Source: an optimization exercise on an open RTL-to-GDS flow (aim: small area and a short achievable clock period). Production flows keep margins and buffers that such runs may drop.
Function was checked by simulation only, so behaviour that the tests miss may differ from the original.
Power is estimated from default activity; no workload was simulated.

run a:
## hyctl_top
module hyctl_top (
    input  logic                          clk,
    input  logic                          reset,
    input  logic [7:0]                    io_port_id,
    input  logic [7:0]                    io_out_port,
    input  logic                          io_write_strobe,
    input  logic                          io_read_strobe,
    output logic [7:0]                    in_port,
    input  logic                          udp_rx_start,
    input  logic [7:0]                    udp_rx_data,
    input  logic                          udp_rx_valid,
    input  logic                          udp_rx_last,
    input  logic [31:0]                   udp_rx_src_ip,
    input  logic [15:0]                   udp_rx_src_port,
    input  logic                          udp_tx_ready,
    input  logic [1:0]                    udp_tx_result,
    output logic                          udp_tx_start,
    output logic [7:0]                    udp_tx_data,
    output logic                          udp_tx_valid,
    output logic                          udp_tx_last,
    output logic [6:0]                    udp_tx_length,
    output logic [31:0]                   udp_tx_dst_ip,
    output logic [15:0]                   udp_tx_dst_port,
    input  logic [31:0]                   ext_ip,
    input  logic                          ext_ip_force,
    output logic                          ip_dhcp_reset,
    output logic [31:0]                   ip_static_ip,
    output logic                          ip_static_ip_valid,
    output logic                          stream_linked,
    output logic [31:0]                   stream_ip,
    output logic [15:0]                   stream_udp_port
);
export LEC_CHECK = 0
export CAP_MARGIN = 20
export CORE_MARGIN = 2
export CORE_UTILIZATION = 45
export CTS_BUF_LIST = sky130_fd_sc_hd__clkbuf_8
export CTS_CLUSTER_DIAMETER = 80
export CTS_CLUSTER_SIZE = 12
export PLACE_DENSITY = 0.6
export SETUP_SLACK_MARGIN = 2.6
export SLEW_MARGIN = 20
export SYNTH_HIERARCHICAL = 1
export SYNTH_MINIMUM_KEEP_SIZE = 0
export TNS_END_PERCENT = 10
create_clock -name core_clock -period 5.0 [get_ports {clk}]
standard.sh (not shown) runs the stock make flow with config.mk's settings and CLKGATE_MAP_FILE= SYNTH_SCRIPT=/design/flow/synth_recipe.tcl, a recipe that flattens the netlist after the stock synthesis.
==> flow/flow/run.sh <==
#!/bin/bash
# The standard layout (standard.sh), with one change: the port buffers
# that buffer_ports inserts are plain sky130_fd_sc_hd__buf_1 cells instead of
# the default cell it picks (a slow delay buffer). Every input and output
# port still gets its own buffer. The full make output goes to
# standard_make.log in the work folder.
set -euo pipefail
bash standard.sh "BUFFER_PORTS_ARGS=-buffer_cell sky130_fd_sc_hd__buf_1" finish > standard_make.log 2>&1
The flow did not stop early for run a: all stages ran, and the layout cleared the timing, DRC and antenna checks.
Testbench counts of run a, summed over its fixed seeds: tx cycles 5,394, tx bytes 3,981.
diff inputs: run a => run b
--- a/flow/design.v
+++ b/flow/design.v
@@ -64,30 +64,14 @@
     typedef struct packed {
         logic                  linked;
         logic [IP_W-1:0]       ip;
         logic [UDP_PORT_W-1:0] udp_port;
     } stream_cfg_t;
 endpackage
 `timescale 1ns/100ps
-module hyctl_predec (
-    input  logic       use_cnt,
-    input  logic [6:0] cnt,
-    input  logic [6:0] bus,
-    output logic [7:0] lo,
-    output logic [15:0] hi
-);
-    always_comb begin
-        for (int i = 0; i < 8; i++) begin
-            lo[i] = (use_cnt && (cnt[2:0] == i[2:0])) || (!use_cnt && (bus[2:0] == i[2:0]));
-        end
-        for (int i = 0; i < 16; i++) begin
-            hi[i] = (use_cnt && (cnt[6:3] == i[3:0])) || (!use_cnt && (bus[6:3] == i[3:0]));
-        end
-    end
-endmodule
 module hyctl_bit_next (
     input  logic we_n,
     input  logic wd_n,
     input  logic q,
     output logic d
 );
     assign d = (we_n || !wd_n) && (!we_n || q);
@@ -230,15 +214,14 @@
     logic                  tx_final;
     logic [AW-1:0]         addr_inc;
     logic [AW-1:0]         addr_next;
     logic                  rx_next;
     logic                  tx_next;
     logic                  arm_next;
     logic [BW-1:0]         buf_rdata;
-    logic [BW-1:0]         tx_rdata;
     logic [BW-1:0]         buf_first;
     assign rx_start_edge = udp_rx_start && !rx_start_q;
     assign capture_go    = arm_q && rx_start_edge && !transmitting_q;
     assign rx_active     = receiving_q || capture_go;
     assign rx_byte       = rx_active && udp_rx_valid;
     assign rx_done       = rx_byte && udp_rx_last;
     assign tx_fire  = transmitting_q && udp_tx_ready;
@@ -278,15 +261,15 @@
             end
         end
     end
     always_ff @(posedge clk) begin
         if (tx_go) begin
             tx_data_q <= buf_first;
         end else if (tx_fire) begin
-            tx_data_q <= tx_rdata;
+            tx_data_q <= buf_rdata;
         end
         if (tx_go || tx_fire) begin
             tx_last_q <= (addr_inc == tx_cnt_q);
         end
     end
     always_ff @(posedge clk) begin
         if (rx_done) begin
@@ -306,42 +289,39 @@
         end
     end
     logic [BW-1:0]         buf_wdata;
     logic                  buf_we;
     logic                  buf_we0;
     logic [7:0]            dec_lo;
     logic [15:0]           dec_hi;
-    logic [7:0]            dec_lo_w;
-    logic [15:0]           dec_hi_w;
+    logic [7:0]            cnt_lo;
+    logic [15:0]           cnt_hi;
+    logic [7:0]            bus_lo;
+    logic [15:0]           bus_hi;
     logic [DEPTH-1:0]      sel_n;
     logic [DEPTH-1:0]      row_we;
     logic [DEPTH*BW-1:0]   mem_q;
     logic [DEPTH*BW-1:0]   mem_d;
     logic [BW-1:0]         rd_zero;
-    logic [BW-1:0]         tx_zero;
     assign buf_wdata = rx_active ? udp_rx_data : io_out_port;
     assign buf_we    = receiving_q ? udp_rx_valid : (!transmitting_q && !capture_go && buf_wr);
     assign buf_we0   = capture_go && !receiving_q && udp_rx_valid;
-    hyctl_predec u_predec_rd (
-        .use_cnt (use_cnt_q),
-        .cnt     (addr_q),
-        .bus     (io_port_id[AW-1:0]),
-        .lo      (dec_lo),
-        .hi      (dec_hi)
-    );
-    hyctl_predec u_predec_wr (
-        .use_cnt (use_cnt_q),
-        .cnt     (addr_q),
-        .bus     (io_port_id[AW-1:0]),
-        .lo      (dec_lo_w),
-        .hi      (dec_hi_w)
-    );
     always_comb begin
+        for (int i = 0; i < 8; i++) begin
+            cnt_lo[i] = use_cnt_q && (addr_q[2:0] == i[2:0]);
+            bus_lo[i] = !use_cnt_q && (io_port_id[2:0] == i[2:0]);
+            dec_lo[i] = cnt_lo[i] || bus_lo[i];
+        end
+        for (int i = 0; i < 16; i++) begin
+            cnt_hi[i] = use_cnt_q && (addr_q[6:3] == i[3:0]);
+            bus_hi[i] = !use_cnt_q && (io_port_id[6:3] == i[3:0]);
+            dec_hi[i] = cnt_hi[i] || bus_hi[i];
+        end
         for (int r = 0; r < DEPTH; r++) begin
-            row_we[r] = buf_we && dec_lo_w[r % 8] && dec_hi_w[r / 8];
+            row_we[r] = buf_we && dec_lo[r % 8] && dec_hi[r / 8];
         end
         row_we[0] = row_we[0] || buf_we0;
     end
     for (genvar r = 0; r < DEPTH; r++) begin : g_sel
         hyctl_row_sel u_sel (
             .lo    (dec_lo[r % 8]),
             .hi    (dec_hi[r / 8]),
@@ -381,18 +361,16 @@
         for (genvar q = 0; q < DEPTH / 16; q++) begin : g_l2
             hyctl_nand4 u_nand (.a(l1[4*q +: 4]), .y(l2[q]));
         end
         for (genvar q = 0; q < DEPTH / 32; q++) begin : g_l3
             hyctl_nor2 u_nor (.a(l2[2*q +: 2]), .y(l3[q]));
         end
         hyctl_nand4 u_out (.a(l3), .y(rd_zero[b]));
-        hyctl_nand4 u_out_tx (.a(l3), .y(tx_zero[b]));
     end
     assign buf_rdata = ~rd_zero;
-    assign tx_rdata  = ~tx_zero;
     assign buf_first = mem_q[BW-1:0];
     logic [31:0]           ip_src;
     logic [BW-1:0]         rd_next;
     logic [BW-1:0]         rd_q;
     assign ip_src = (!use_static_q || ext_ip_force) ? ext_ip : my_ip_q;
     always_comb begin
         rd_next = '0;
### Flow results
Compared with run a, run b shows a lower number of filler cells placed in the layout. | total standard cell area after synthesis | run b vs run a | better |. In the reports for run b and run a, the smaller setup slack of the most critical reg-to-reg path belongs to run a. Any difference in sequential share of cell area between run a and run b is small enough to ignore. Re stage delay of the slowest cell on the critical path: run b is 0.06 ns down on run a. The summed area of non-filler cells in the final layout of run b and that of run a are within noise of each other. Compared with run a, run b shows post-synthesis net count that has gone down slightly. Run b against run a: leakage dissipation picked up an extra 1.4%; die area now smaller.
Testbench counts of run b, summed over its fixed seeds: tx cycles 5,394, tx bytes 3,981.

-- afterwards: timing with drivers on the ports --
How much do the figures lean on ideal ports? The routed layouts below were timed once more, with nothing changed but the port constraints. Step 1: set_driving_cell puts a clkbuf_16 on clk and a buf_2 on each other input, an assumption about the parent block. Step 2 times the ports against the registers' clock, not the clock port: input delays grow and output delays shrink by t, the midpoint of the rising clock arrivals with the driver on. Slacks: no drivers / after step 1 / after step 2; pairs: no drivers / after step 1.
run	t, ns	setup slack, ns	hold WS [ns]	slew at the worst register clock pin (ns)	pins driven straight from the clock port
run a	0.859	2.121 / 2.121 / 1.307	0.342 / 0.305 / 0.449	0.10 / 0.10	1
run b	0.859	2.078 / 2.088 / 1.229	0.340 / 0.300 / 0.449	0.10 / 0.10	1
After both steps setup and hold are still met in every run listed. The setup slack of run b, which loses most, moves by +0.010 ns with the drivers and by -0.849 ns with both steps.
